Source: an optimization exercise on an open RTL-to-GDS flow (aim: small area, a short achievable clock period and few clock cycles per item). Production flows keep margins and buffers that such runs may drop. The RTL was checked by simulation tests, not by an equivalence proof against the original design.

`design/flow/config.mk`:
```
export PLATFORM = sky130hd
export DESIGN_NAME = aes_dec_top
export DESIGN_NICKNAME = aes_dec_top
export VERILOG_FILES = /design/flow/design.v
export SDC_FILE = /design/flow/constraint.sdc
export NUM_CORES = 8
export LEC_CHECK = 0
export CAP_MARGIN = 20
export CORE_MARGIN = 2
export CORE_UTILIZATION = 60
export SLEW_MARGIN = 20
export SYNTH_HIERARCHICAL = 1
```
`design/flow/constraint.sdc`:
```
create_clock -name core_clock -period 9.0 [get_ports {clk}]
set_input_delay 1.8000 -clock core_clock [delete_from_list [all_inputs] [get_ports {clk}]]
set_output_delay 1.8000 -clock core_clock [all_outputs]
set_load 0.01 [all_outputs]
```
`design/flow/design.v`:
```
    function automatic logic [7:0] get_byte(input logic [127:0] b, input integer n);
        get_byte = b[8*(15-n) +: 8];
    endfunction
    function automatic logic [31:0] get_word(input logic [127:0] b, input integer k);
        get_word = {get_byte(b, k + 12), get_byte(b, k + 8), get_byte(b, k + 4), get_byte(b, k)};
    endfunction
    function automatic logic [7:0] rcon(input logic [3:0] i);
        case (i)
            4'd1:    rcon = 8'h01;
            4'd2:    rcon = 8'h02;
            4'd3:    rcon = 8'h04;
            4'd4:    rcon = 8'h08;
            4'd5:    rcon = 8'h10;
            4'd6:    rcon = 8'h20;
            4'd7:    rcon = 8'h40;
            4'd8:    rcon = 8'h80;
            4'd9:    rcon = 8'h1b;
            4'd10:   rcon = 8'h36;
            default: rcon = 8'h00;
        endcase
    endfunction
`timescale 1ns/1ps
module aes_dec_regs (
    input  logic         clk,
    input  logic         avs_read_i,
    input  logic         avs_write_i,
    input  logic [3:0]   avs_address_i,
    input  logic [31:0]  avs_writedata_i,
    input  logic         decrypt_busy_i,
    input  logic         key_ready_i,
    input  logic [127:0] plaintext_i,
    output logic [31:0]  avs_readdata_o,
    output logic         avs_waitrequest_o,
    output logic         expand_start_o,
    output logic         decrypt_start_o,
    output logic [127:0] cipher_key_o,
    output logic [127:0] ciphertext_o
);
    function automatic logic [7:0] get_byte(input logic [127:0] b, input integer n);
        get_byte = b[8*(15-n) +: 8];
    endfunction
    function automatic logic [31:0] get_word(input logic [127:0] b, input integer k);
        get_word = {get_byte(b, k + 12), get_byte(b, k + 8), get_byte(b, k + 4), get_byte(b, k)};
    endfunction
    function automatic logic [7:0] rcon(input logic [3:0] i);
        case (i)
            4'd1:    rcon = 8'h01;
            4'd2:    rcon = 8'h02;
            4'd3:    rcon = 8'h04;
            4'd4:    rcon = 8'h08;
            4'd5:    rcon = 8'h10;
            4'd6:    rcon = 8'h20;
            4'd7:    rcon = 8'h40;
            4'd8:    rcon = 8'h80;
            4'd9:    rcon = 8'h1b;
            4'd10:   rcon = 8'h36;
            default: rcon = 8'h00;
        endcase
    endfunction
    logic [3:0]   addr;
    logic         sel_key;
    logic         sel_ct;
    logic         sel_exp;
    logic         sel_dec;
    logic         wr_acc;
    logic [127:0] key_q;
    logic [127:0] ct_q;
    assign addr    = avs_address_i;
    assign sel_key = (addr[3:2] == 2'd0);
    assign sel_ct  = (addr[3:2] == 2'd1);
    assign sel_exp = (addr == 4'(8));
    assign sel_dec = (addr == 4'(9));
    assign avs_waitrequest_o = (avs_read_i  && sel_key && decrypt_busy_i) ||
                               (avs_write_i && sel_exp && decrypt_busy_i) ||
                               (avs_write_i && sel_dec && !key_ready_i);
    assign wr_acc          = avs_write_i && !avs_waitrequest_o;
    assign expand_start_o  = wr_acc && sel_exp;
    assign decrypt_start_o = wr_acc && sel_dec;
    always_ff @(posedge clk) begin
        for (int k = 0; k < 4; k++) begin
            for (int i = 0; i < 4; i++) begin
                if (wr_acc && sel_key && addr[1:0] == 2'(k)) begin
                    key_q[8*(15-(k+4*i)) +: 8] <= avs_writedata_i[8*i +: 8];
                end
                if (wr_acc && sel_ct && addr[1:0] == 2'(k)) begin
                    ct_q[8*(15-(k+4*i)) +: 8] <= avs_writedata_i[8*i +: 8];
                end
            end
        end
    end
    assign cipher_key_o = key_q;
    assign ciphertext_o = ct_q;
    always_comb begin
        avs_readdata_o = '0;
        if (sel_key) begin
            avs_readdata_o = get_word(plaintext_i, addr[1:0]);
        end
    end
endmodule
`timescale 1ns/1ps
module aes_key_expand (
    input  logic         clk,
    input  logic         rst_n,
    input  logic         expand_start_i,
    input  logic         decrypt_start_i,
    input  logic         decrypt_busy_i,
    input  logic [127:0] cipher_key_i,
    output logic         key_ready_o,
    output logic         last_round_o,
    output logic [127:0] whiten_key_o,
    output logic [127:0] round_key_o
);
    function automatic logic [7:0] get_byte(input logic [127:0] b, input integer n);
        get_byte = b[8*(15-n) +: 8];
    endfunction
    function automatic logic [31:0] get_word(input logic [127:0] b, input integer k);
        get_word = {get_byte(b, k + 12), get_byte(b, k + 8), get_byte(b, k + 4), get_byte(b, k)};
    endfunction
    function automatic logic [7:0] rcon(input logic [3:0] i);
        case (i)
            4'd1:    rcon = 8'h01;
            4'd2:    rcon = 8'h02;
            4'd3:    rcon = 8'h04;
            4'd4:    rcon = 8'h08;
            4'd5:    rcon = 8'h10;
            4'd6:    rcon = 8'h20;
            4'd7:    rcon = 8'h40;
            4'd8:    rcon = 8'h80;
            4'd9:    rcon = 8'h1b;
            4'd10:   rcon = 8'h36;
            default: rcon = 8'h00;
        endcase
    endfunction
    localparam logic [3:0] LAST_IDX = 4'(10);
    logic [127:0] rk_q;      
    logic [3:0]   idx_q;
    logic [31:0]  sub_q;     
    logic         walk;      
    logic         step_back;
    logic [31:0]  k0, k1, k2, k3;
    logic [31:0]  sub;
    logic [31:0]  w0;
    logic [127:0] fwd_key;
    logic [127:0] bwd_key;
    assign {k0, k1, k2, k3} = rk_q;
    assign walk      = !decrypt_busy_i && (idx_q != LAST_IDX);
    assign step_back = decrypt_start_i || (decrypt_busy_i && idx_q != 4'd1);
    for (genvar i = 0; i < 4; i++) begin : g_sbox
        aes_sbox u_sbox (.x(sub_q[8*((i+3)%4) +: 8]), .y(sub[8*i +: 8]));
    end
    assign w0      = k0 ^ sub ^ {rcon(walk ? idx_q + 4'd1 : idx_q), 24'h000000};
    assign fwd_key = {w0, k1 ^ w0, k2 ^ k1 ^ w0, k3 ^ k2 ^ k1 ^ w0};
    assign bwd_key = {w0, k0 ^ k1, k1 ^ k2, k2 ^ k3};
    always_ff @(posedge clk) begin
        if (!rst_n) begin
            idx_q <= LAST_IDX;
        end else if (expand_start_i) begin
            idx_q <= 4'd0;
        end else if (step_back) begin
            idx_q <= idx_q - 4'd1;
        end else if (walk) begin
            idx_q <= idx_q + 4'd1;
        end
    end
    always_ff @(posedge clk) begin
        if (expand_start_i) begin
            rk_q  <= cipher_key_i;
            sub_q <= cipher_key_i[31:0];
        end else if (step_back) begin
            rk_q  <= bwd_key;
            sub_q <= k3 ^ k1;                  
        end else if (decrypt_busy_i) begin
            sub_q <= k3;                       
        end else if (walk) begin
            rk_q  <= fwd_key;
            if (idx_q == LAST_IDX - 4'd1) begin
                sub_q <= k3;                   
            end else begin
                sub_q <= fwd_key[31:0];
            end
        end
    end
    assign key_ready_o  = (idx_q == LAST_IDX) && !decrypt_busy_i;
    assign last_round_o = (idx_q == 4'd1);
    assign whiten_key_o = rk_q;
    assign round_key_o  = bwd_key;
endmodule
`timescale 1ns/1ps
module aes_dec_core (
    input  logic         clk,
    input  logic         rst_n,
    input  logic         decrypt_start_i,
    input  logic         last_round_i,
    input  logic [127:0] ciphertext_i,
    input  logic [127:0] whiten_key_i,
    input  logic [127:0] round_key_i,
    output logic         decrypt_busy_o,
    output logic [127:0] plaintext_o
);
    function automatic logic [7:0] get_byte(input logic [127:0] b, input integer n);
        get_byte = b[8*(15-n) +: 8];
    endfunction
    function automatic logic [31:0] get_word(input logic [127:0] b, input integer k);
        get_word = {get_byte(b, k + 12), get_byte(b, k + 8), get_byte(b, k + 4), get_byte(b, k)};
    endfunction
    function automatic logic [7:0] rcon(input logic [3:0] i);
        case (i)
            4'd1:    rcon = 8'h01;
            4'd2:    rcon = 8'h02;
            4'd3:    rcon = 8'h04;
            4'd4:    rcon = 8'h08;
            4'd5:    rcon = 8'h10;
            4'd6:    rcon = 8'h20;
            4'd7:    rcon = 8'h40;
            4'd8:    rcon = 8'h80;
            4'd9:    rcon = 8'h1b;
            4'd10:   rcon = 8'h36;
            default: rcon = 8'h00;
        endcase
    endfunction
    logic         busy_q;
    logic [127:0] state_q;
    logic [127:0] imc;
    logic [127:0] sub_in;
    logic [127:0] nxt;
    for (genvar c = 0; c < 4; c++) begin : g_imc
        aes_imc_col u_imc (
            .a({state_q[127-32*c-24 -: 8], state_q[127-32*c-16 -: 8],
                state_q[127-32*c-8 -: 8], state_q[127-32*c -: 8]}),
            .y({imc[127-32*c-24 -: 8], imc[127-32*c-16 -: 8],
                imc[127-32*c-8 -: 8], imc[127-32*c -: 8]})
        );
    end
    assign sub_in = busy_q ? imc : (ciphertext_i ^ whiten_key_i);
    for (genvar r = 0; r < 4; r++) begin : g_row
        for (genvar c = 0; c < 4; c++) begin : g_col
            aes_inv_sbox_ark u_isbox (
                .x({round_key_i[8*(15-(r+4*c)) +: 8],
                    sub_in[8*(15-(r+4*((c+4-r)%4))) +: 8]}),
                .y(nxt[8*(15-(r+4*c)) +: 8])
            );
        end
    end
    always_ff @(posedge clk) begin
        if (!rst_n) begin
            busy_q <= 1'b0;
        end else if (decrypt_start_i) begin
            busy_q <= 1'b1;
        end else if (last_round_i) begin
            busy_q <= 1'b0;
        end
    end
    always_ff @(posedge clk) begin
        if (decrypt_start_i || busy_q) begin
            state_q <= nxt;
        end
    end
    assign decrypt_busy_o = busy_q;
    assign plaintext_o    = state_q;
endmodule
module aes_g_xor(input logic a, input logic b, output logic y);
    assign y = a ^ b;
endmodule
module aes_g_xnor(input logic a, input logic b, output logic y);
    assign y = ~(a ^ b);
endmodule
module aes_g_and(input logic a, input logic b, output logic y);
    assign y = a & b;
endmodule
module aes_g_nand(input logic a, input logic b, output logic y);
    assign y = ~(a & b);
endmodule
module aes_g_or(input logic a, input logic b, output logic y);
    assign y = a | b;
endmodule
module aes_g_nor(input logic a, input logic b, output logic y);
    assign y = ~(a | b);
endmodule
module aes_g_andn(input logic a, input logic b, output logic y);
    assign y = ~a & b;
endmodule
module aes_g_nandn(input logic a, input logic b, output logic y);
    assign y = a | ~b;
endmodule
module aes_inv_sbox_ark (
    input  logic [15:0] x,
    output logic [7:0] y
);
    logic P0, P1, P2, P3, P4, P5, P6, P7, P8, P9, P10, P11;
    logic P12, P13, P14, P15, P16, P17, P18, P19, P20, P21, P22, P23;
    logic P24, P25, P26, P27, P28, P29, M1, M2, M3, M4, M5, M6;
    logic M7, M8, M9, M10, M11, M12, M13, M14, M15, M16, M17, M18;
    logic M19, M20, M21, M22, M23, M24, M25, M26, M27, M28, M29, M30;
    logic M31, M32, M33, M34, M35, M36, M37, M38, M39, M40, M41, M42;
    logic M43, M44, M45, M46, M47, M48, M49, M50, M51, M52, M53, M54;
    logic M55, M56, M57, M58, M59, M60, M61, M62, M63, Q0, Q1, Q2;
    logic Q3, Q4, Q5, Q6, Q7, Q8, Q9, Q10, Q11, Q12, Q13, Q14;
    logic Q15, Q16, Q17, Q18, Q19, Q20, Q21, Q22, Q23, Q24, Q25, Q26;
    logic Q27, Q28, Q29, Q30, Q31, Q32, Q33, Q34, Q35, Q36, Q37, Q38;
    logic Q39, Q40, Q41, Q42;
    aes_g_xor u0 (.a(x[4]), .b(x[6]), .y(P0));
    aes_g_xor u1 (.a(x[0]), .b(x[1]), .y(P1));
    aes_g_xnor u2 (.a(x[3]), .b(x[4]), .y(P2));
    aes_g_xor u3 (.a(x[6]), .b(x[7]), .y(P3));
    aes_g_xor u4 (.a(P0), .b(P1), .y(P4));
    aes_g_xor u5 (.a(x[2]), .b(x[5]), .y(P5));
    aes_g_xor u6 (.a(x[0]), .b(x[3]), .y(P6));
    aes_g_xor u7 (.a(x[3]), .b(x[6]), .y(P7));
    aes_g_xor u8 (.a(x[7]), .b(P0), .y(P8));
    aes_g_xor u9 (.a(P1), .b(P3), .y(P9));
    aes_g_xor u10 (.a(x[1]), .b(x[2]), .y(P10));
    aes_g_xor u11 (.a(x[0]), .b(x[5]), .y(P11));
    aes_g_xor u12 (.a(x[2]), .b(x[3]), .y(P12));
    aes_g_xor u13 (.a(x[2]), .b(x[7]), .y(P13));
    aes_g_xnor u14 (.a(x[4]), .b(x[7]), .y(P14));
    aes_g_xor u15 (.a(x[1]), .b(x[5]), .y(P15));
    aes_g_xnor u16 (.a(P3), .b(P6), .y(P16));
    aes_g_xor u17 (.a(x[7]), .b(P5), .y(P17));
    aes_g_xnor u18 (.a(x[5]), .b(P2), .y(P18));
    aes_g_xor u19 (.a(P7), .b(P15), .y(P19));
    aes_g_xor u20 (.a(P1), .b(P7), .y(P20));
    aes_g_xor u21 (.a(P0), .b(P11), .y(P21));
    aes_g_xor u22 (.a(P1), .b(P2), .y(P22));
    aes_g_xnor u23 (.a(P2), .b(P10), .y(P23));
    aes_g_xnor u24 (.a(P0), .b(P5), .y(P24));
    aes_g_xnor u25 (.a(x[0]), .b(P2), .y(P25));
    aes_g_xor u26 (.a(P4), .b(P13), .y(P26));
    aes_g_xor u27 (.a(P9), .b(P12), .y(P27));
    aes_g_xor u28 (.a(x[3]), .b(P8), .y(P28));
    aes_g_xnor u29 (.a(x[5]), .b(P4), .y(P29));
    aes_g_nor u30 (.a(P9), .b(P24), .y(M1));
    aes_g_nor u31 (.a(P14), .b(P8), .y(M2));
    aes_g_xnor u32 (.a(P27), .b(M1), .y(M3));
    aes_g_nor u33 (.a(P4), .b(P17), .y(M4));
    aes_g_xor u34 (.a(M4), .b(M1), .y(M5));
    aes_g_nor u35 (.a(P22), .b(P19), .y(M6));
    aes_g_nor u36 (.a(P0), .b(P25), .y(M7));
    aes_g_xnor u37 (.a(P21), .b(M6), .y(M8));
    aes_g_nor u38 (.a(P20), .b(P29), .y(M9));
    aes_g_xor u39 (.a(M9), .b(M6), .y(M10));
    aes_g_nor u40 (.a(P2), .b(P26), .y(M11));
    aes_g_nor u41 (.a(P28), .b(P23), .y(M12));
    aes_g_xor u42 (.a(M12), .b(M11), .y(M13));
    aes_g_nor u43 (.a(P3), .b(P16), .y(M14));
    aes_g_xor u44 (.a(M14), .b(M11), .y(M15));
    aes_g_xor u45 (.a(M3), .b(M2), .y(M16));
    aes_g_xnor u46 (.a(M5), .b(P6), .y(M17));
    aes_g_xor u47 (.a(M8), .b(M7), .y(M18));
    aes_g_xor u48 (.a(M10), .b(M15), .y(M19));
    aes_g_xor u49 (.a(M16), .b(M13), .y(M20));
    aes_g_xor u50 (.a(M17), .b(M15), .y(M21));
    aes_g_xor u51 (.a(M18), .b(M13), .y(M22));
    aes_g_xnor u52 (.a(M19), .b(P18), .y(M23));
    aes_g_xnor u53 (.a(M22), .b(M23), .y(M24));
    aes_g_nand u54 (.a(M22), .b(M20), .y(M25));
    aes_g_xor u55 (.a(M21), .b(M25), .y(M26));
    aes_g_xnor u56 (.a(M20), .b(M21), .y(M27));
    aes_g_xor u57 (.a(M23), .b(M25), .y(M28));
    aes_g_nor u58 (.a(M28), .b(M27), .y(M29));
    aes_g_nor u59 (.a(M26), .b(M24), .y(M30));
    aes_g_nand u60 (.a(M20), .b(M23), .y(M31));
    aes_g_nor u61 (.a(M27), .b(M31), .y(M32));
    aes_g_xor u62 (.a(M27), .b(M25), .y(M33));
    aes_g_nand u63 (.a(M21), .b(M22), .y(M34));
    aes_g_nor u64 (.a(M24), .b(M34), .y(M35));
    aes_g_xor u65 (.a(M24), .b(M25), .y(M36));
    aes_g_xnor u66 (.a(M21), .b(M29), .y(M37));
    aes_g_xnor u67 (.a(M32), .b(M33), .y(M38));
    aes_g_xnor u68 (.a(M23), .b(M30), .y(M39));
    aes_g_xnor u69 (.a(M35), .b(M36), .y(M40));
    aes_g_xnor u70 (.a(M38), .b(M40), .y(M41));
    aes_g_xnor u71 (.a(M37), .b(M39), .y(M42));
    aes_g_xnor u72 (.a(M37), .b(M38), .y(M43));
    aes_g_xnor u73 (.a(M39), .b(M40), .y(M44));
    aes_g_xnor u74 (.a(M42), .b(M41), .y(M45));
    aes_g_nor u75 (.a(M44), .b(P24), .y(M46));
    aes_g_nor u76 (.a(M40), .b(P8), .y(M47));
    aes_g_nor u77 (.a(M39), .b(P17), .y(M48));
    aes_g_nor u78 (.a(M43), .b(P19), .y(M49));
    aes_g_nor u79 (.a(M38), .b(P25), .y(M50));
    aes_g_nor u80 (.a(M37), .b(P29), .y(M51));
    aes_g_nor u81 (.a(M42), .b(P26), .y(M52));
    aes_g_nor u82 (.a(M45), .b(P23), .y(M53));
    aes_g_nor u83 (.a(M41), .b(P16), .y(M54));
    aes_g_nor u84 (.a(M44), .b(P9), .y(M55));
    aes_g_nor u85 (.a(M40), .b(P14), .y(M56));
    aes_g_nor u86 (.a(M39), .b(P4), .y(M57));
    aes_g_nor u87 (.a(M43), .b(P22), .y(M58));
    aes_g_nor u88 (.a(M38), .b(P0), .y(M59));
    aes_g_nor u89 (.a(M37), .b(P20), .y(M60));
    aes_g_nor u90 (.a(M42), .b(P2), .y(M61));
    aes_g_nor u91 (.a(M45), .b(P28), .y(M62));
    aes_g_nor u92 (.a(M41), .b(P3), .y(M63));
    aes_g_xor u93 (.a(M52), .b(M61), .y(Q0));
    aes_g_xor u94 (.a(M58), .b(Q0), .y(Q1));
    aes_g_xor u95 (.a(M59), .b(Q1), .y(Q2));
    aes_g_xor u96 (.a(M54), .b(M62), .y(Q3));
    aes_g_xor u97 (.a(M47), .b(M50), .y(Q4));
    aes_g_xor u98 (.a(M48), .b(M56), .y(Q5));
    aes_g_xor u99 (.a(Q2), .b(Q3), .y(Q6));
    aes_g_xor u100 (.a(M57), .b(M63), .y(Q7));
    aes_g_xor u101 (.a(M60), .b(Q4), .y(Q8));
    aes_g_xor u102 (.a(M49), .b(Q5), .y(Q9));
    aes_g_xor u103 (.a(M46), .b(M51), .y(Q10));
    aes_g_xor u104 (.a(M50), .b(M53), .y(Q11));
    aes_g_xor u105 (.a(Q8), .b(Q9), .y(Q12));
    aes_g_xor u106 (.a(Q2), .b(Q11), .y(Q13));
    aes_g_xor u107 (.a(M59), .b(x[14]), .y(Q14));
    aes_g_xor u108 (.a(M54), .b(M63), .y(Q15));
    aes_g_xor u109 (.a(M48), .b(x[12]), .y(Q16));
    aes_g_xor u110 (.a(M51), .b(x[15]), .y(Q17));
    aes_g_xor u111 (.a(M57), .b(x[13]), .y(Q18));
    aes_g_xor u112 (.a(x[10]), .b(Q4), .y(Q19));
    aes_g_xor u113 (.a(M55), .b(M61), .y(Q20));
    aes_g_xor u114 (.a(Q5), .b(Q7), .y(Q21));
    aes_g_xor u115 (.a(M49), .b(Q17), .y(Q22));
    aes_g_xor u116 (.a(M55), .b(Q15), .y(Q23));
    aes_g_xor u117 (.a(M49), .b(x[9]), .y(Q24));
    aes_g_xor u118 (.a(x[8]), .b(Q7), .y(Q25));
    aes_g_xor u119 (.a(M46), .b(Q16), .y(Q26));
    aes_g_xor u120 (.a(Q10), .b(Q19), .y(Q27));
    aes_g_xor u121 (.a(Q14), .b(Q23), .y(Q28));
    aes_g_xor u122 (.a(x[11]), .b(Q10), .y(Q29));
    aes_g_xor u123 (.a(Q20), .b(Q25), .y(Q30));
    aes_g_xor u124 (.a(M62), .b(Q24), .y(Q31));
    aes_g_xor u125 (.a(Q3), .b(Q12), .y(Q32));
    aes_g_xor u126 (.a(Q21), .b(Q29), .y(Q33));
    aes_g_xor u127 (.a(Q0), .b(Q12), .y(Q34));
    aes_g_xor u128 (.a(Q1), .b(Q18), .y(Q35));
    aes_g_xor u129 (.a(Q28), .b(Q34), .y(Q36));
    aes_g_xor u130 (.a(Q32), .b(Q35), .y(Q37));
    aes_g_xor u131 (.a(Q13), .b(Q33), .y(Q38));
    aes_g_xor u132 (.a(Q13), .b(Q31), .y(Q39));
    aes_g_xor u133 (.a(Q6), .b(Q26), .y(Q40));
    aes_g_xor u134 (.a(Q6), .b(Q22), .y(Q41));
    aes_g_xor u135 (.a(Q6), .b(Q27), .y(Q42));
    assign y[0] = Q30;
    assign y[1] = Q39;
    assign y[2] = Q42;
    assign y[3] = Q38;
    assign y[4] = Q40;
    assign y[5] = Q37;
    assign y[6] = Q36;
    assign y[7] = Q41;
endmodule
module aes_sbox (
    input  logic [7:0] x,
    output logic [7:0] y
);
    logic T1, T2, T3, T4, T5, T6, T7, T8, T9, T10, T11, T12;
    logic T13, T14, T15, T16, T17, T18, T19, T20, T21, T22, T23, T24;
    logic T25, T26, T27, M1, M2, M3, M4, M5, M6, M7, M8, M9;
    logic M10, M11, M12, M13, M14, M15, M16, M17, M18, M19, M20, M21;
    logic M22, M23, M24, M25, M26, M27, M28, M29, M30, M31, M32, M33;
    logic M34, M35, M36, M37, M38, M39, M40, M41, M42, M43, M44, M45;
    logic M46, M47, M48, M49, M50, M51, M52, M53, M54, M55, M56, M57;
    logic M58, M59, M60, M61, M62, M63, L0, L1, L2, L3, L4, L5;
    logic L6, L7, L8, L9, L10, L11, L12, L13, L14, L15, L16, L17;
    logic L18, L19, L20, L21, L22, L23, L24, L25, L26, L27, L28, L29;
    logic S0, S1, S2, S3, S4, S5, S6, S7;
    aes_g_xnor u0 (.a(x[7]), .b(x[4]), .y(T1));
    aes_g_xnor u1 (.a(x[7]), .b(x[2]), .y(T2));
    aes_g_xnor u2 (.a(x[7]), .b(x[1]), .y(T3));
    aes_g_xnor u3 (.a(x[4]), .b(x[2]), .y(T4));
    aes_g_xor u4 (.a(x[3]), .b(x[1]), .y(T5));
    aes_g_xor u5 (.a(T1), .b(T5), .y(T6));
    aes_g_xor u6 (.a(x[6]), .b(x[5]), .y(T7));
    aes_g_xor u7 (.a(x[0]), .b(T6), .y(T8));
    aes_g_xnor u8 (.a(x[0]), .b(T7), .y(T9));
    aes_g_xor u9 (.a(T6), .b(T7), .y(T10));
    aes_g_xor u10 (.a(x[6]), .b(x[2]), .y(T11));
    aes_g_xor u11 (.a(x[5]), .b(x[2]), .y(T12));
    aes_g_xnor u12 (.a(T3), .b(T4), .y(T13));
    aes_g_xnor u13 (.a(T6), .b(T11), .y(T14));
    aes_g_xnor u14 (.a(T5), .b(T11), .y(T15));
    aes_g_xnor u15 (.a(T5), .b(T12), .y(T16));
    aes_g_xnor u16 (.a(T9), .b(T16), .y(T17));
    aes_g_xor u17 (.a(x[4]), .b(x[0]), .y(T18));
    aes_g_xor u18 (.a(T7), .b(T18), .y(T19));
    aes_g_xor u19 (.a(T1), .b(T19), .y(T20));
    aes_g_xor u20 (.a(x[1]), .b(x[0]), .y(T21));
    aes_g_xnor u21 (.a(T7), .b(T21), .y(T22));
    aes_g_xnor u22 (.a(T2), .b(T22), .y(T23));
    aes_g_xor u23 (.a(T2), .b(T10), .y(T24));
    aes_g_xor u24 (.a(T20), .b(T17), .y(T25));
    aes_g_xor u25 (.a(T3), .b(T16), .y(T26));
    aes_g_xor u26 (.a(T1), .b(T12), .y(T27));
    aes_g_nor u27 (.a(T13), .b(T6), .y(M1));
    aes_g_nor u28 (.a(T23), .b(T8), .y(M2));
    aes_g_xor u29 (.a(T14), .b(M1), .y(M3));
    aes_g_nand u30 (.a(T19), .b(x[0]), .y(M4));
    aes_g_xnor u31 (.a(M4), .b(M1), .y(M5));
    aes_g_nor u32 (.a(T3), .b(T16), .y(M6));
    aes_g_nor u33 (.a(T22), .b(T9), .y(M7));
    aes_g_xor u34 (.a(T26), .b(M6), .y(M8));
    aes_g_nor u35 (.a(T20), .b(T17), .y(M9));
    aes_g_xor u36 (.a(M9), .b(M6), .y(M10));
    aes_g_nor u37 (.a(T1), .b(T15), .y(M11));
    aes_g_nor u38 (.a(T4), .b(T27), .y(M12));
    aes_g_xor u39 (.a(M12), .b(M11), .y(M13));
    aes_g_nor u40 (.a(T2), .b(T10), .y(M14));
    aes_g_xor u41 (.a(M14), .b(M11), .y(M15));
    aes_g_xor u42 (.a(M3), .b(M2), .y(M16));
    aes_g_xor u43 (.a(M5), .b(T24), .y(M17));
    aes_g_xor u44 (.a(M8), .b(M7), .y(M18));
    aes_g_xor u45 (.a(M10), .b(M15), .y(M19));
    aes_g_xor u46 (.a(M16), .b(M13), .y(M20));
    aes_g_xor u47 (.a(M17), .b(M15), .y(M21));
    aes_g_xor u48 (.a(M18), .b(M13), .y(M22));
    aes_g_xor u49 (.a(M19), .b(T25), .y(M23));
    aes_g_xnor u50 (.a(M22), .b(M23), .y(M24));
    aes_g_nand u51 (.a(M22), .b(M20), .y(M25));
    aes_g_xor u52 (.a(M21), .b(M25), .y(M26));
    aes_g_xnor u53 (.a(M20), .b(M21), .y(M27));
    aes_g_xor u54 (.a(M23), .b(M25), .y(M28));
    aes_g_nor u55 (.a(M28), .b(M27), .y(M29));
    aes_g_nor u56 (.a(M26), .b(M24), .y(M30));
    aes_g_nand u57 (.a(M20), .b(M23), .y(M31));
    aes_g_nor u58 (.a(M27), .b(M31), .y(M32));
    aes_g_xor u59 (.a(M27), .b(M25), .y(M33));
    aes_g_nand u60 (.a(M21), .b(M22), .y(M34));
    aes_g_nor u61 (.a(M24), .b(M34), .y(M35));
    aes_g_xor u62 (.a(M24), .b(M25), .y(M36));
    aes_g_xnor u63 (.a(M21), .b(M29), .y(M37));
    aes_g_xnor u64 (.a(M32), .b(M33), .y(M38));
    aes_g_xor u65 (.a(M23), .b(M30), .y(M39));
    aes_g_xnor u66 (.a(M35), .b(M36), .y(M40));
    aes_g_xnor u67 (.a(M38), .b(M40), .y(M41));
    aes_g_xor u68 (.a(M37), .b(M39), .y(M42));
    aes_g_xnor u69 (.a(M37), .b(M38), .y(M43));
    aes_g_xor u70 (.a(M39), .b(M40), .y(M44));
    aes_g_xnor u71 (.a(M42), .b(M41), .y(M45));
    aes_g_nor u72 (.a(M44), .b(T6), .y(M46));
    aes_g_nor u73 (.a(M40), .b(T8), .y(M47));
    aes_g_nand u74 (.a(M39), .b(x[0]), .y(M48));
    aes_g_nor u75 (.a(M43), .b(T16), .y(M49));
    aes_g_nor u76 (.a(M38), .b(T9), .y(M50));
    aes_g_nor u77 (.a(M37), .b(T17), .y(M51));
    aes_g_nor u78 (.a(M42), .b(T15), .y(M52));
    aes_g_nor u79 (.a(M45), .b(T27), .y(M53));
    aes_g_nor u80 (.a(M41), .b(T10), .y(M54));
    aes_g_nor u81 (.a(M44), .b(T13), .y(M55));
    aes_g_nor u82 (.a(M40), .b(T23), .y(M56));
    aes_g_nand u83 (.a(M39), .b(T19), .y(M57));
    aes_g_nor u84 (.a(M43), .b(T3), .y(M58));
    aes_g_nor u85 (.a(M38), .b(T22), .y(M59));
    aes_g_nor u86 (.a(M37), .b(T20), .y(M60));
    aes_g_nor u87 (.a(M42), .b(T1), .y(M61));
    aes_g_nor u88 (.a(M45), .b(T4), .y(M62));
    aes_g_nor u89 (.a(M41), .b(T2), .y(M63));
    aes_g_xor u90 (.a(M61), .b(M62), .y(L0));
    aes_g_xor u91 (.a(M50), .b(M56), .y(L1));
    aes_g_xnor u92 (.a(M46), .b(M48), .y(L2));
    aes_g_xor u93 (.a(M47), .b(M55), .y(L3));
    aes_g_xor u94 (.a(M54), .b(M58), .y(L4));
    aes_g_xor u95 (.a(M49), .b(M61), .y(L5));
    aes_g_xor u96 (.a(M62), .b(L5), .y(L6));
    aes_g_xor u97 (.a(M46), .b(L3), .y(L7));
    aes_g_xor u98 (.a(M51), .b(M59), .y(L8));
    aes_g_xor u99 (.a(M52), .b(M53), .y(L9));
    aes_g_xor u100 (.a(M53), .b(L4), .y(L10));
    aes_g_xor u101 (.a(M60), .b(L2), .y(L11));
    aes_g_xnor u102 (.a(M48), .b(M51), .y(L12));
    aes_g_xor u103 (.a(M50), .b(L0), .y(L13));
    aes_g_xor u104 (.a(M52), .b(M61), .y(L14));
    aes_g_xor u105 (.a(M55), .b(L1), .y(L15));
    aes_g_xor u106 (.a(M56), .b(L0), .y(L16));
    aes_g_xnor u107 (.a(M57), .b(L1), .y(L17));
    aes_g_xor u108 (.a(M58), .b(L8), .y(L18));
    aes_g_xor u109 (.a(M63), .b(L4), .y(L19));
    aes_g_xor u110 (.a(L0), .b(L1), .y(L20));
    aes_g_xor u111 (.a(L1), .b(L7), .y(L21));
    aes_g_xor u112 (.a(L3), .b(L12), .y(L22));
    aes_g_xor u113 (.a(L18), .b(L2), .y(L23));
    aes_g_xor u114 (.a(L15), .b(L9), .y(L24));
    aes_g_xor u115 (.a(L6), .b(L10), .y(L25));
    aes_g_xor u116 (.a(L7), .b(L9), .y(L26));
    aes_g_xor u117 (.a(L8), .b(L10), .y(L27));
    aes_g_xor u118 (.a(L11), .b(L14), .y(L28));
    aes_g_xor u119 (.a(L11), .b(L17), .y(L29));
    aes_g_xor u120 (.a(L6), .b(L24), .y(S0));
    aes_g_xnor u121 (.a(L16), .b(L26), .y(S1));
    aes_g_xnor u122 (.a(L19), .b(L28), .y(S2));
    aes_g_xor u123 (.a(L6), .b(L21), .y(S3));
    aes_g_xor u124 (.a(L20), .b(L22), .y(S4));
    aes_g_xor u125 (.a(L25), .b(L29), .y(S5));
    aes_g_xnor u126 (.a(L13), .b(L27), .y(S6));
    aes_g_xnor u127 (.a(L6), .b(L23), .y(S7));
    assign y[0] = S7;
    assign y[1] = S6;
    assign y[2] = S5;
    assign y[3] = S4;
    assign y[4] = S3;
    assign y[5] = S2;
    assign y[6] = S1;
    assign y[7] = S0;
endmodule
module aes_imc_col (
    input  logic [31:0] a,
    output logic [31:0] y
);
    logic T0, T1, T2, T3, T4, T5, T6, T7, T8, T9, T10, T11;
    logic T12, T13, T14, T15, T16, T17, T18, T19, T20, T21, T22, T23;
    logic T24, T25, T26, T27, T28, T29, T30, T31, T32, T33, T34, T35;
    logic T36, T37, T38, T39, T40, T41, T42, T43, T44, T45, T46, T47;
    logic T48, T49, T50, T51, T52, T53, T54, T55, T56, T57, T58, T59;
    logic T60, T61, T62, T63, T64, T65, T66, T67, T68, T69, T70, T71;
    logic T72, T73, T74, T75, T76, T77, T78, T79, T80, T81, T82, T83;
    logic T84, T85, T86, T87, T88, T89, T90, T91, T92, T93, T94, T95;
    logic T96, T97, T98, T99, T100, T101, T102, T103, T104, T105, T106, T107;
    logic T108, T109, T110, T111, T112, T113, T114, T115, T116, T117, T118, T119;
    logic T120, T121, T122, T123, T124, T125, T126, T127, T128, T129, T130, T131;
    logic T132, T133, T134, T135, T136, T137, T138, T139, T140, T141, T142, T143;
    logic T144, T145, T146, T147, T148, T149, T150, T151, T152, T153, T154, T155;
    logic T156, T157, T158, T159, T160, T161, T162, T163, T164, T165, T166, T167;
    logic T168, T169, T170, T171, T172;
    aes_g_xor u0 (.a(a[13]), .b(a[29]), .y(T0));
    aes_g_xor u1 (.a(a[5]), .b(a[21]), .y(T1));
    aes_g_xor u2 (.a(a[6]), .b(a[22]), .y(T2));
    aes_g_xor u3 (.a(a[14]), .b(a[30]), .y(T3));
    aes_g_xor u4 (.a(T0), .b(T1), .y(T4));
    aes_g_xor u5 (.a(a[11]), .b(a[23]), .y(T5));
    aes_g_xor u6 (.a(a[7]), .b(a[27]), .y(T6));
    aes_g_xor u7 (.a(a[19]), .b(a[31]), .y(T7));
    aes_g_xor u8 (.a(a[3]), .b(a[15]), .y(T8));
    aes_g_xor u9 (.a(a[18]), .b(T3), .y(T9));
    aes_g_xor u10 (.a(a[10]), .b(T2), .y(T10));
    aes_g_xor u11 (.a(a[1]), .b(T4), .y(T11));
    aes_g_xor u12 (.a(a[9]), .b(a[25]), .y(T12));
    aes_g_xor u13 (.a(a[4]), .b(a[20]), .y(T13));
    aes_g_xor u14 (.a(a[12]), .b(a[28]), .y(T14));
    aes_g_xor u15 (.a(a[0]), .b(a[16]), .y(T15));
    aes_g_xor u16 (.a(a[8]), .b(a[24]), .y(T16));
    aes_g_xor u17 (.a(a[26]), .b(T10), .y(T17));
    aes_g_xor u18 (.a(a[2]), .b(T9), .y(T18));
    aes_g_xor u19 (.a(T5), .b(T7), .y(T19));
    aes_g_xor u20 (.a(T6), .b(T8), .y(T20));
    aes_g_xor u21 (.a(a[17]), .b(T12), .y(T21));
    aes_g_xor u22 (.a(a[7]), .b(a[23]), .y(T22));
    aes_g_xor u23 (.a(a[15]), .b(a[31]), .y(T23));
    aes_g_xor u24 (.a(a[17]), .b(T2), .y(T24));
    aes_g_xor u25 (.a(T15), .b(T16), .y(T25));
    aes_g_xor u26 (.a(T13), .b(T14), .y(T26));
    aes_g_xor u27 (.a(T19), .b(T20), .y(T27));
    aes_g_xor u28 (.a(T3), .b(T4), .y(T28));
    aes_g_xor u29 (.a(T11), .b(T21), .y(T29));
    aes_g_xor u30 (.a(T17), .b(T18), .y(T30));
    aes_g_xor u31 (.a(T11), .b(T24), .y(T31));
    aes_g_xor u32 (.a(a[15]), .b(a[23]), .y(T32));
    aes_g_xor u33 (.a(a[7]), .b(a[31]), .y(T33));
    aes_g_xor u34 (.a(a[23]), .b(a[31]), .y(T34));
    aes_g_xor u35 (.a(a[7]), .b(a[15]), .y(T35));
    aes_g_xor u36 (.a(a[2]), .b(a[17]), .y(T36));
    aes_g_xor u37 (.a(T5), .b(T8), .y(T37));
    aes_g_xor u38 (.a(a[4]), .b(T7), .y(T38));
    aes_g_xor u39 (.a(T5), .b(T6), .y(T39));
    aes_g_xor u40 (.a(T15), .b(T23), .y(T40));
    aes_g_xor u41 (.a(T2), .b(T14), .y(T41));
    aes_g_xor u42 (.a(T3), .b(T13), .y(T42));
    aes_g_xor u43 (.a(T2), .b(T16), .y(T43));
    aes_g_xor u44 (.a(T16), .b(T22), .y(T44));
    aes_g_xor u45 (.a(T0), .b(T8), .y(T45));
    aes_g_xor u46 (.a(T1), .b(T23), .y(T46));
    aes_g_xor u47 (.a(T0), .b(T22), .y(T47));
    aes_g_xor u48 (.a(a[26]), .b(T25), .y(T48));
    aes_g_xor u49 (.a(T1), .b(T39), .y(T49));
    aes_g_xor u50 (.a(T4), .b(T43), .y(T50));
    aes_g_xor u51 (.a(a[6]), .b(T26), .y(T51));
    aes_g_xor u52 (.a(a[22]), .b(T26), .y(T52));
    aes_g_xor u53 (.a(T17), .b(T40), .y(T53));
    aes_g_xor u54 (.a(T18), .b(T44), .y(T54));
    aes_g_xor u55 (.a(T27), .b(T41), .y(T55));
    aes_g_xor u56 (.a(T28), .b(T32), .y(T56));
    aes_g_xor u57 (.a(T27), .b(T42), .y(T57));
    aes_g_xor u58 (.a(a[13]), .b(a[30]), .y(T58));
    aes_g_xor u59 (.a(a[5]), .b(a[22]), .y(T59));
    aes_g_xor u60 (.a(a[4]), .b(a[28]), .y(T60));
    aes_g_xor u61 (.a(a[7]), .b(a[30]), .y(T61));
    aes_g_xor u62 (.a(a[1]), .b(a[9]), .y(T62));
    aes_g_xor u63 (.a(a[12]), .b(a[20]), .y(T63));
    aes_g_xor u64 (.a(a[1]), .b(a[25]), .y(T64));
    aes_g_xor u65 (.a(a[21]), .b(a[29]), .y(T65));
    aes_g_xor u66 (.a(a[14]), .b(a[23]), .y(T66));
    aes_g_xor u67 (.a(a[5]), .b(a[14]), .y(T67));
    aes_g_xor u68 (.a(a[8]), .b(a[16]), .y(T68));
    aes_g_xor u69 (.a(a[3]), .b(a[10]), .y(T69));
    aes_g_xor u70 (.a(a[2]), .b(a[19]), .y(T70));
    aes_g_xor u71 (.a(a[15]), .b(a[30]), .y(T71));
    aes_g_xor u72 (.a(a[12]), .b(a[21]), .y(T72));
    aes_g_xor u73 (.a(a[0]), .b(a[8]), .y(T73));
    aes_g_xor u74 (.a(a[11]), .b(a[18]), .y(T74));
    aes_g_xor u75 (.a(a[5]), .b(a[28]), .y(T75));
    aes_g_xor u76 (.a(a[16]), .b(a[24]), .y(T76));
    aes_g_xor u77 (.a(a[9]), .b(a[24]), .y(T77));
    aes_g_xor u78 (.a(a[9]), .b(a[26]), .y(T78));
    aes_g_xor u79 (.a(a[14]), .b(a[31]), .y(T79));
    aes_g_xor u80 (.a(a[25]), .b(T3), .y(T80));
    aes_g_xor u81 (.a(T7), .b(T69), .y(T81));
    aes_g_xor u82 (.a(T15), .b(T33), .y(T82));
    aes_g_xor u83 (.a(T34), .b(T68), .y(T83));
    aes_g_xor u84 (.a(a[24]), .b(T15), .y(T84));
    aes_g_xor u85 (.a(a[12]), .b(T13), .y(T85));
    aes_g_xor u86 (.a(a[29]), .b(T63), .y(T86));
    aes_g_xor u87 (.a(a[16]), .b(T35), .y(T87));
    aes_g_xor u88 (.a(T33), .b(T76), .y(T88));
    aes_g_xor u89 (.a(T6), .b(T12), .y(T89));
    aes_g_xor u90 (.a(a[0]), .b(T35), .y(T90));
    aes_g_xor u91 (.a(T7), .b(T75), .y(T91));
    aes_g_xor u92 (.a(a[28]), .b(T13), .y(T92));
    aes_g_xor u93 (.a(a[21]), .b(T58), .y(T93));
    aes_g_xor u94 (.a(T6), .b(T14), .y(T94));
    aes_g_xor u95 (.a(a[13]), .b(T59), .y(T95));
    aes_g_xor u96 (.a(a[27]), .b(T36), .y(T96));
    aes_g_xor u97 (.a(a[29]), .b(T67), .y(T97));
    aes_g_xor u98 (.a(T12), .b(T70), .y(T98));
    aes_g_xor u99 (.a(T3), .b(T12), .y(T99));
    aes_g_xor u100 (.a(a[20]), .b(T14), .y(T100));
    aes_g_xor u101 (.a(a[6]), .b(T65), .y(T101));
    aes_g_xor u102 (.a(a[0]), .b(T34), .y(T102));
    aes_g_xor u103 (.a(a[13]), .b(T60), .y(T103));
    aes_g_xor u104 (.a(a[8]), .b(T82), .y(T104));
    aes_g_xor u105 (.a(T9), .b(T25), .y(T105));
    aes_g_xor u106 (.a(T38), .b(T94), .y(T106));
    aes_g_xor u107 (.a(a[20]), .b(T45), .y(T107));
    aes_g_xor u108 (.a(T19), .b(T92), .y(T108));
    aes_g_xor u109 (.a(T10), .b(T96), .y(T109));
    aes_g_xor u110 (.a(T45), .b(T72), .y(T110));
    aes_g_xor u111 (.a(a[25]), .b(T83), .y(T111));
    aes_g_xor u112 (.a(T20), .b(T74), .y(T112));
    aes_g_xor u113 (.a(T4), .b(T81), .y(T113));
    aes_g_xor u114 (.a(T46), .b(T61), .y(T114));
    aes_g_xor u115 (.a(T10), .b(T64), .y(T115));
    aes_g_xor u116 (.a(T88), .b(T99), .y(T116));
    aes_g_xor u117 (.a(T37), .b(T98), .y(T117));
    aes_g_xor u118 (.a(T24), .b(T78), .y(T118));
    aes_g_xor u119 (.a(T37), .b(T100), .y(T119));
    aes_g_xor u120 (.a(T46), .b(T66), .y(T120));
    aes_g_xor u121 (.a(T47), .b(T79), .y(T121));
    aes_g_xor u122 (.a(T77), .b(T90), .y(T122));
    aes_g_xor u123 (.a(T36), .b(T80), .y(T123));
    aes_g_xor u124 (.a(T20), .b(T85), .y(T124));
    aes_g_xor u125 (.a(T19), .b(T25), .y(T125));
    aes_g_xor u126 (.a(T9), .b(T62), .y(T126));
    aes_g_xor u127 (.a(T21), .b(T73), .y(T127));
    aes_g_xor u128 (.a(T47), .b(T71), .y(T128));
    aes_g_xor u129 (.a(T11), .b(T116), .y(T129));
    aes_g_xor u130 (.a(T50), .b(T102), .y(T130));
    aes_g_xor u131 (.a(T28), .b(T117), .y(T131));
    aes_g_xor u132 (.a(T89), .b(T105), .y(T132));
    aes_g_xor u133 (.a(T18), .b(T106), .y(T133));
    aes_g_xor u134 (.a(T49), .b(T103), .y(T134));
    aes_g_xor u135 (.a(T52), .b(T121), .y(T135));
    aes_g_xor u136 (.a(T51), .b(T128), .y(T136));
    aes_g_xor u137 (.a(T109), .b(T125), .y(T137));
    aes_g_xor u138 (.a(T52), .b(T114), .y(T138));
    aes_g_xor u139 (.a(T48), .b(T112), .y(T139));
    aes_g_xor u140 (.a(T51), .b(T120), .y(T140));
    aes_g_xor u141 (.a(T18), .b(T119), .y(T141));
    aes_g_xor u142 (.a(T38), .b(T110), .y(T142));
    aes_g_xor u143 (.a(T50), .b(T87), .y(T143));
    aes_g_xor u144 (.a(T49), .b(T86), .y(T144));
    aes_g_xor u145 (.a(T28), .b(T104), .y(T145));
    aes_g_xor u146 (.a(T17), .b(T124), .y(T146));
    aes_g_xor u147 (.a(T91), .b(T107), .y(T147));
    aes_g_xor u148 (.a(T17), .b(T108), .y(T148));
    aes_g_xor u149 (.a(T11), .b(T137), .y(T149));
    aes_g_xor u150 (.a(T55), .b(T93), .y(T150));
    aes_g_xor u151 (.a(T53), .b(T123), .y(T151));
    aes_g_xor u152 (.a(T29), .b(T146), .y(T152));
    aes_g_xor u153 (.a(T54), .b(T118), .y(T153));
    aes_g_xor u154 (.a(T53), .b(T126), .y(T154));
    aes_g_xor u155 (.a(T56), .b(T84), .y(T155));
    aes_g_xor u156 (.a(T56), .b(T127), .y(T156));
    aes_g_xor u157 (.a(T30), .b(T142), .y(T157));
    aes_g_xor u158 (.a(T30), .b(T147), .y(T158));
    aes_g_xor u159 (.a(T29), .b(T148), .y(T159));
    aes_g_xor u160 (.a(T55), .b(T97), .y(T160));
    aes_g_xor u161 (.a(T31), .b(T139), .y(T161));
    aes_g_xor u162 (.a(T48), .b(T131), .y(T162));
    aes_g_xor u163 (.a(T30), .b(T144), .y(T163));
    aes_g_xor u164 (.a(T29), .b(T133), .y(T164));
    aes_g_xor u165 (.a(T54), .b(T115), .y(T165));
    aes_g_xor u166 (.a(T30), .b(T134), .y(T166));
    aes_g_xor u167 (.a(T31), .b(T122), .y(T167));
    aes_g_xor u168 (.a(T29), .b(T141), .y(T168));
    aes_g_xor u169 (.a(T57), .b(T101), .y(T169));
    aes_g_xor u170 (.a(T31), .b(T111), .y(T170));
    aes_g_xor u171 (.a(T113), .b(T132), .y(T171));
    aes_g_xor u172 (.a(T57), .b(T95), .y(T172));
    assign y[0] = T143;
    assign y[1] = T156;
    assign y[2] = T154;
    assign y[3] = T149;
    assign y[4] = T168;
    assign y[5] = T157;
    assign y[6] = T172;
    assign y[7] = T140;
    assign y[8] = T155;
    assign y[9] = T170;
    assign y[10] = T153;
    assign y[11] = T171;
    assign y[12] = T159;
    assign y[13] = T163;
    assign y[14] = T150;
    assign y[15] = T135;
    assign y[16] = T130;
    assign y[17] = T129;
    assign y[18] = T151;
    assign y[19] = T161;
    assign y[20] = T164;
    assign y[21] = T158;
    assign y[22] = T169;
    assign y[23] = T138;
    assign y[24] = T145;
    assign y[25] = T167;
    assign y[26] = T165;
    assign y[27] = T162;
    assign y[28] = T152;
    assign y[29] = T166;
    assign y[30] = T160;
    assign y[31] = T136;
endmodule
`timescale 1ns/1ps
module aes_dec_top (
    input  logic        clk,
    input  logic        rst_n,
    input  logic        avs_read_i,
    input  logic        avs_write_i,
    input  logic [3:0]  avs_address_i,
    input  logic [31:0] avs_writedata_i,
    output logic [31:0] avs_readdata_o,
    output logic        avs_waitrequest_o
);
    logic         expand_start;
    logic         decrypt_start;
    logic         decrypt_busy;
    logic         key_ready;
    logic         last_round;
    logic [127:0] cipher_key;
    logic [127:0] ciphertext;
    logic [127:0] plaintext;
    logic [127:0] whiten_key;
    logic [127:0] round_key;
    aes_dec_regs i_aes_dec_regs (
        .clk               (clk),
        .avs_read_i        (avs_read_i),
        .avs_write_i       (avs_write_i),
        .avs_address_i     (avs_address_i),
        .avs_writedata_i   (avs_writedata_i),
        .decrypt_busy_i    (decrypt_busy),
        .key_ready_i       (key_ready),
        .plaintext_i       (plaintext),
        .avs_readdata_o    (avs_readdata_o),
        .avs_waitrequest_o (avs_waitrequest_o),
        .expand_start_o    (expand_start),
        .decrypt_start_o   (decrypt_start),
        .cipher_key_o      (cipher_key),
        .ciphertext_o      (ciphertext)
    );
    aes_key_expand i_aes_key_expand (
        .clk             (clk),
        .rst_n           (rst_n),
        .expand_start_i  (expand_start),
        .decrypt_start_i (decrypt_start),
        .decrypt_busy_i  (decrypt_busy),
        .cipher_key_i    (cipher_key),
        .key_ready_o     (key_ready),
        .last_round_o    (last_round),
        .whiten_key_o    (whiten_key),
        .round_key_o     (round_key)
    );
    aes_dec_core i_aes_dec_core (
        .clk             (clk),
        .rst_n           (rst_n),
        .decrypt_start_i (decrypt_start),
        .last_round_i    (last_round),
        .ciphertext_i    (ciphertext),
        .whiten_key_i    (whiten_key),
        .round_key_i     (round_key),
        .decrypt_busy_o  (decrypt_busy),
        .plaintext_o     (plaintext)
    );
endmodule
```
`design/flow/run.sh`:
```
#!/bin/bash
# synth_recipe.tcl (not shown) runs the flow's synth.tcl, then flattens the netlist and writes it again
# the make line also repeats each setting of config.mk as NAME=value (left out here)
make -C /OpenROAD-flow-scripts/flow DESIGN_CONFIG=/design/flow/config.mk WORK_HOME=/design/flow/orfs CLKGATE_MAP_FILE= SYNTH_SCRIPT=/design/flow/synth_recipe.tcl finish
```
==> run notes, run 1 <==
outcome=timing/DRC/antenna clean; crit-path leading delay family=XOR/XNOR gates; Post-DRT Antenna Nets=0; sequential-to-total area share from yosys stat=29.9%; setup TNS=0 ns; CP peak stage delay=0.66 ns; Syn Nets=5739; Die X=307 µm; Post-synth top flop=edfxtp_1; Avg WL per Cell=~25 µm; worst hold margin=between 0.5 and 0.6 ns; pin count of the biggest net entering global routing=165; Slew Viols, Final=0; Crit-path slowest cell=xor2_1; initial core utilization=60.3%; M1 GR Usage=approximately half; fmax=119 MHz; Yosys cell types=a little over 60; Worst-Margin Slew=1.25 ns; most common cell in the synthesized netlist=xor2_1; number of warning messages in the yosys log=9; root buffer cell=clkbuf_16; cts bufs inserted=68; H-tree levels=3; fin crit share=93.7%; cell taking the most area after synthesis=xor2_1; Die ar.=94200 µm²; vias in the first global route=between 30000 and 40000; Rel. slew slack=~16%; Via density=5.58; global route hottest layer=met2; multi-input combinational cell area=~36000 µm²; Post-Syn Area=55000 µm²; top cell type's share of synthesized area=38.7%; unrepaired setup endpoints after global routing=no; Port Buffers=72; clock skew=0.0228 ns; core area=91200 µm²; Avg Synthesized Cell Area=9.66 µm²; EDFF count, synth=between 500 and 600; clock buffer depth=3; TritonCTS clock tree=done; DRC viols=0; met3 Track Usage GR=under 10%; layout cells sized above 1=6.22%; fin crit period=8.43 ns; CTS resizes=0; Rows=111; CP Capture Type=flip-flop; first-pass GRT wire length=249000 µm; CTS clk-pin slew, worst paths=0.06 ns; crit-path cells=xor2_1, xor2_1, xor2_1, xor2_1, xor2_1, nand2_1, o21ai_2, xor2_1, xor2_1, xor2_1, nor2_1, xor2_1, xor2_1, xnor2_1, xnor2_1, nor2_1, xnor2_1, xnor2_1, nor2_1, xor2_1, xor2_1, xor2_1, xor2_1, xor2_1; worst hold path type=flip-flop to flip-flop; I/O pin count=73; WL final=172000 µm; routability cong.=0.988; initial antenna violation count=7; Area Overhead vs Synth=4.21%; non-filler cells in the finished layout=~6800; final setup vio count=0; via count=37800; fin nets=~5600; DP Wirelength=136000 µm; Setup CP Type=flip-flop to flip-flop; top post-synthesis cells by area=xor2_1 (39%), edfxtp_1 (30%), xnor2_1 (11%); Synth top cells by count=xor2_1 (2434), xnor2_1 (701), nor2_1 (689), edfxtp_1 (544), nand2_1 (392); GR Util met2=57.2%; Startpoint Class=flip-flop; Fillers=7912; Antenna diodes=0; clock latency (worst-skew pair)=0.63 ns; storage element area=16400 µm²; Tot GR Track Use=36.2%; drt first pass iters=5; WP buf/inv=0; Die Span Y=307 µm; clk sink count=549; # placed instances=about 6600; hold_buf cts=0; crit path DAT=8.75 ns; max cap viols=0; Initial DRC Count=4083; Async SR Flop Fraction=0%; r2r setup slk=0.57 ns; Max FO, Critical Path=6; post-synthesis cell count=roughly 5700; Req. time, crit path=between 9 and 10 ns; GR Overflow Total=0; #FFs+latches synth=549; # Post-CTS Setup Buffers=0; final hold violation count=0; critical path's most frequent cell=xor2_1
==> state kept, by name, summed over array words and instances (netlist names) <==
signal and cells:
i_aes_dec_regs.ct_q 128, i_aes_key_expand.rk_q 128, i_aes_dec_regs.key_q 128, i_aes_key_expand.sub_q 32, i_aes_dec_core.busy_q 1, i_aes_dec_core.state_q 128, i_aes_key_expand.idx_q 4
==> modules after synthesis (local to each module, per instance), excerpt <==
| module | cell area (µm²) | flops+latches | cells | times used |
|---|---|---|---|---|
| aes_dec_core | 6730 | 129 | 545 | 1 |
| aes_key_expand | 11100 | 164 | 1126 | 1 |
| aes_g_xnor | 8.76 | 0 | 1 | 480 |
| aes_g_nand | 3.75 | 0 | 1 | 72 |
| aes_inv_sbox_ark | 60.1 | 0 | 8 | 16 |
| aes_g_xor | 8.76 | 0 | 1 | 2220 |
| aes_g_nor | 3.75 | 0 | 1 | 608 |
| aes_dec_regs | 8810 | 256 | 356 | 1 |
| aes_sbox | 60.1 | 0 | 8 | 4 |
| aes_imc_col | 240 | 0 | 32 | 4 |
==> path summary, 6_finish.rpt <==
| kind | from | endpoint | cells after the start |
|---|---|---|---|
| setup / recovery | i_aes_dec_core.state_q[69] | i_aes_dec_core.state_q[15] | 24 |
| hold / removal | i_aes_dec_regs.key_q[69] | i_aes_key_expand.rk_q[69] | 2 |
| setup reg to reg | i_aes_dec_core.state_q[69] | i_aes_dec_core.state_q[15] | 24 |
| hold reg to reg | i_aes_dec_regs.key_q[69] | i_aes_key_expand.rk_q[69] | 2 |
==> per-stage QoR <==
| stage | area, µm² | setup slack, ns | util, % |
|---|---|---|---|
| global route | 57300 | 0.204 | 62.9 |
| finish | 57300 | 0.566 | 62.9 |
| floorplan | 55000 | 1.68 | - |
| global placement | 55200 | 1.05 | 60.5 |
| CTS | 57300 | 0.839 | 62.8 |
| detailed placement | 55200 | 0.937 | 60.5 |
==> area by class of cell <==
cell class                 count  share of cell area, %
multi-input combinational   4744                   62.6
sequential                   549                   28.7
clock buffer                  84                   3.11
tap                         1186                   2.59
timing repair buffer         150                   2.36
clock inverter                40                  0.637
inverter                      10                 0.0655
==> cells by family (layout without fill, tap and decap cells) <==
group           count (synthesis)  after routing  share of synthesized area, %
xor+xnor                     3143           3143                          50.2
buf+inv                       402            284                          5.10
flops                         549            549                          29.9
mux                            72             72                          2.10
fa+ha+maj                       4              4                        0.0909
compound gates                320            320                          3.84
simple gates                 1205           1205                          8.79
==> metal layers <==
layer	share of wire, %	vias up
met5	0.0046	-
met4	5.1	2
met3	7.1	267
met2	45	1453
met1	43	18400
li1	-	17600
==> worst min-delay path: stages (launching register included) <==
cell and delay (ns):
edfxtp_1 0.31, nand2_1 0.04, o21ai_0 0.05
==> placed cells by master, fill, tap and decap left out, types with 14 or more instances in the layout <==
master           count
clkdlybuf4s50_1     70
nand3_1             14
mux2_2              28
nor2_1             682
xor2_1            2434
xnor2_1            701
a21boi_0            21
nor3_1              23
and2_1              37
clkbuf_16           69
o21ai_2             84
o21ai_1             14
o21ai_0            150
mux4_2              32
nand2_1            391
edfxtp_1           544
clkinv_1            17
buf_4               73
clkbuf_1            15
Testbench counts, summed over its fixed seeds: cycles 18,925, blocks 895.
==> run 2, diff against run 1 <==
--- a/design/flow/config.mk
+++ b/design/flow/config.mk
@@ -8,5 +8,6 @@
 export CAP_MARGIN = 20
 export CORE_MARGIN = 2
-export CORE_UTILIZATION = 60
+export CORE_UTILIZATION = 30
+export SETUP_SLACK_MARGIN = 0.7
 export SLEW_MARGIN = 20
 export SYNTH_HIERARCHICAL = 1
==> run notes, run 2 <==
DP Wirelength=144000 µm (was 136000 µm); crit path DAT=8.32 ns (was 8.75 ns); Req. time, crit path=9.41 ns (was 9.32 ns); core area=183000 µm² (was 91200 µm²); root buffer cell=clkbuf_16 (unchanged); Die Span Y=432 µm (was 307 µm); Die X=432 µm (was 307 µm); unrepaired setup endpoints after global routing=yes (was no); Rows=157 (was 111); Startpoint Class=flip-flop (unchanged); CTS clk-pin slew, worst paths=0.06 ns (about the same); r2r setup slk=1.09 ns (was 0.57 ns); Area Overhead vs Synth=7.65% (was 4.21%); DRC viols=0 (unchanged); FF-to-FF path depth=25 (was 24); initial antenna violation count=10 (was 7); Via density=4.71 (was 5.58); fin crit period=7.91 ns (was 8.43 ns); placed instance area=56800 µm² (was 55200 µm²); Avg WL per Cell=22.8 µm (was 25.5 µm); Worst setup endpoint=i_aes_dec_core.state_q[15] (unchanged); Avg Synthesized Cell Area=9.66 µm² (unchanged); Fillers=18700 (was 7912); clk sink count=549 (unchanged); most frequent cells in the layout=xor2_1 (2406), xnor2_1 (696), nor2_1 (682) (was xor2_1 (2434), xnor2_1 (701), nor2_1 (682)); EDFF count, synth=544 (unchanged); commonest non-fill, non-tap cell in the layout=xor2_1 (unchanged); Max FO, Critical Path=6 (unchanged); cell taking the most area after synthesis=xor2_1 (unchanged); sequential-to-total area share from yosys stat=29.9% (unchanged); crit-path leading delay family=XOR/XNOR gates (unchanged); layout cells sized above 1=7.17% (was 6.22%); Die ar.=187000 µm² (was 94200 µm²); Worst-Margin Slew=1.26 ns (was 1.25 ns); clock buffer depth=3 (unchanged); clock skew=0.0419 ns (was 0.0228 ns); Slew Viols, Final=0 (unchanged); storage element area=16400 µm² (unchanged); pin count of the biggest net entering global routing=176 (was 165); top cell type's share of synthesized area=38.7% (unchanged); Syn Nets=5739 (unchanged); #FFs+latches synth=549 (unchanged); Setup CP Type=flip-flop to flip-flop (unchanged); Synth top cells by count=xor2_1 (2434), xnor2_1 (701), nor2_1 (689), edfxtp_1 (544), nand2_1 (392) (unchanged); Yosys cell types=61 (unchanged); Async SR Flop Fraction=0% (unchanged); multi-input combinational cell area=36100 µm² (was 35900 µm²); first-pass GRT wire length=259000 µm (was 249000 µm); non-filler cells in the finished layout=7967 (was 6763); I/O pin count=73 (unchanged); Crit-path slowest cell=edfxtp_1 (was xor2_1); Rel. slew slack=16.1% (was 15.6%); WL final=182000 µm (was 172000 µm); final hold violation count=0 (unchanged); outcome=timing/DRC/antenna clean (unchanged); CP peak stage delay=0.52 ns (was 0.66 ns); post-synthesis cell count=5695 (unchanged); Post-Syn Area=55000 µm² (unchanged); GR Overflow Total=0 (unchanged); routability cong.=0.980 (was 0.988); drt first pass iters=6 (was 5); via count=37500 (was 37800); Initial DRC Count=3561 (was 4083); fmax=126 MHz (was 119 MHz); post-route cell area=59200 µm² (was 57300 µm²); launch point of the worst path=i_aes_dec_core.state_q[77] (was i_aes_dec_core.state_q[69]); clock latency (worst-skew pair)=0.67 ns (was 0.63 ns); R2R Path Start=i_aes_dec_core.state_q[77] (was i_aes_dec_core.state_q[69]); CP Capture Type=flip-flop (unchanged); reg2reg end=i_aes_dec_core.state_q[15] (unchanged); Post-synth top flop=edfxtp_1 (unchanged); Tot GR Track Use=19.0% (was 36.2%); most common cell in the synthesized netlist=xor2_1 (unchanged); top post-synthesis cells by area=xor2_1 (39%), edfxtp_1 (30%), xnor2_1 (11%) (unchanged); setup TNS=0 ns (unchanged); max cap viols=0 (unchanged); H-tree levels=3 (unchanged); fin nets=5571 (was 5567); Post-DRT Antenna Nets=0 (unchanged); cts bufs inserted=66 (was 68); number of warning messages in the yosys log=9 (unchanged); initial core utilization=30.1% (was 60.3%); WP buf/inv=1 (was 0); worst hold path type=flip-flop to flip-flop (unchanged); fin crit share=87.9% (was 93.7%); critical path's most frequent cell=xor2_1 (unchanged); # placed instances=7843 (was 6636); final setup vio count=0 (unchanged); vias in the first global route=37100 (was 36800); Port Buffers=72 (unchanged); TritonCTS clock tree=done (unchanged); critical path depth=25 (was 24)
run 2: Yosys stat by module, one instance, submodules excluded, a selection:
module,cells inside,copies in the design
aes_dec_regs,356,1
aes_g_xnor,1,480
aes_inv_sbox_ark,8,16
aes_g_nand,1,72
aes_imc_col,32,4
aes_g_nor,1,608
aes_key_expand,1126,1
aes_dec_core,545,1
aes_g_xor,1,2220
aes_sbox,8,4
run 2: metrics by stage:
stage	setup slack [ns]	hold WS [ns]	util, %
after floorplan	1.68	0.498	-
after global placement	0.640	0.505	31.1
after detailed placement	0.694	0.509	31.1
after CTS	0.791	0.492	32.3
after global routing	0.571	0.522	32.4
final	1.09	0.502	32.4
run 2: worst min-delay path by stage:
stage | from | endpoint | slack, ns | cells after the start
2_1_floorplan | i_aes_dec_regs.key_q[58] | i_aes_key_expand.rk_q[58] | 0.50 | 2
3_3_place_gp | i_aes_dec_regs.key_q[79] | i_aes_key_expand.rk_q[79] | 0.51 | 2
3_5_place_dp | i_aes_dec_regs.key_q[61] | i_aes_key_expand.rk_q[61] | 0.51 | 2
4_1_cts | i_aes_dec_regs.key_q[122] | i_aes_key_expand.rk_q[122] | 0.49 | 2
5_1_grt | i_aes_dec_regs.key_q[122] | i_aes_key_expand.rk_q[122] | 0.52 | 2
6_report | i_aes_dec_regs.key_q[122] | i_aes_key_expand.rk_q[122] | 0.50 | 2
run 2: cell families (layout without fill, tap and decap cells):
family / Yosys count / in the layout / share of synthesized area, %
multiplexers: 72 / 72 / 2.10
AO/OA/AOI/OAI: 320 / 320 / 3.84
adder cells (fa/ha/maj): 4 / 4 / 0.0909
flip-flops: 549 / 549 / 29.9
AND/OR/NAND/NOR: 1205 / 1205 / 8.79
other: 0 / 2 / 0
XOR/XNOR: 3143 / 3143 / 50.2
buffers and inverters: 402 / 287 / 5.10
run 2: worst register-to-register path: cells and delay by family (launching register included):
family / cells / cell delay (ns)
flops: 1 / 0.52
xor+xnor: 19 / 6.21
compound gates: 1 / 0.18
simple gates: 4 / 0.57
buf+inv: 1 / 0.17
run 2: layout make-up:
cell class              count  area share (%)
well taps                2385            5.04
repair buffers            156            2.33
flip-flops and latches    549            27.8
inverters                  10          0.0634
diodes                      2         0.00845
clock inverters            46           0.929
multi-input cells        4744            61.0
clock buffers              75            2.88
run 2: timing repair:
item	in CTS	in global routing
setup endpoints to repair	1	56
setup buffers	0	0
hold buffers	0	0
pin swaps	0	1
gates resized for setup	1	27
run 2: per-layer routing:
| layer | up-vias | track usage (%) | wire [µm] |
|---|---|---|---|
| li1 | 17600 | - | - |
| met4 | 2 | 7.01 | 7700 |
| met3 | 247 | 3.81 | 13900 |
| met1 | 18400 | 25.3 | 77800 |
| met2 | 1257 | 30.4 | 82400 |
| met5 | - | 0 | 12 |

-- separate check: timing with driven ports --
In the flow no input, the clock included, has a driving cell. The finished layouts below were timed again as built, in two steps.
Step 1 assumes that a clkbuf_16 drives the clock port and a buf_2 every other input.
Step 2 moves the port delays by t, midway between the first and last clock arrival at a register: inputs arrive t later, outputs are due t later. That takes back most of the time a late clock gives input paths.
a / b / c = no drivers / after step 1 / after step 2; a / b = the first two.
| run | t, ns | setup WS [ns] | worst slew at a driven data input, ns |
|---|---|---|---|
| run 1 | 0.694 | 0.566 / 0.566 / 0.566 | 0.04 |
| run 2 | 0.722 | 1.088 / 1.088 / 1.088 | 0.10 |
After both steps every run listed still meets setup and hold.
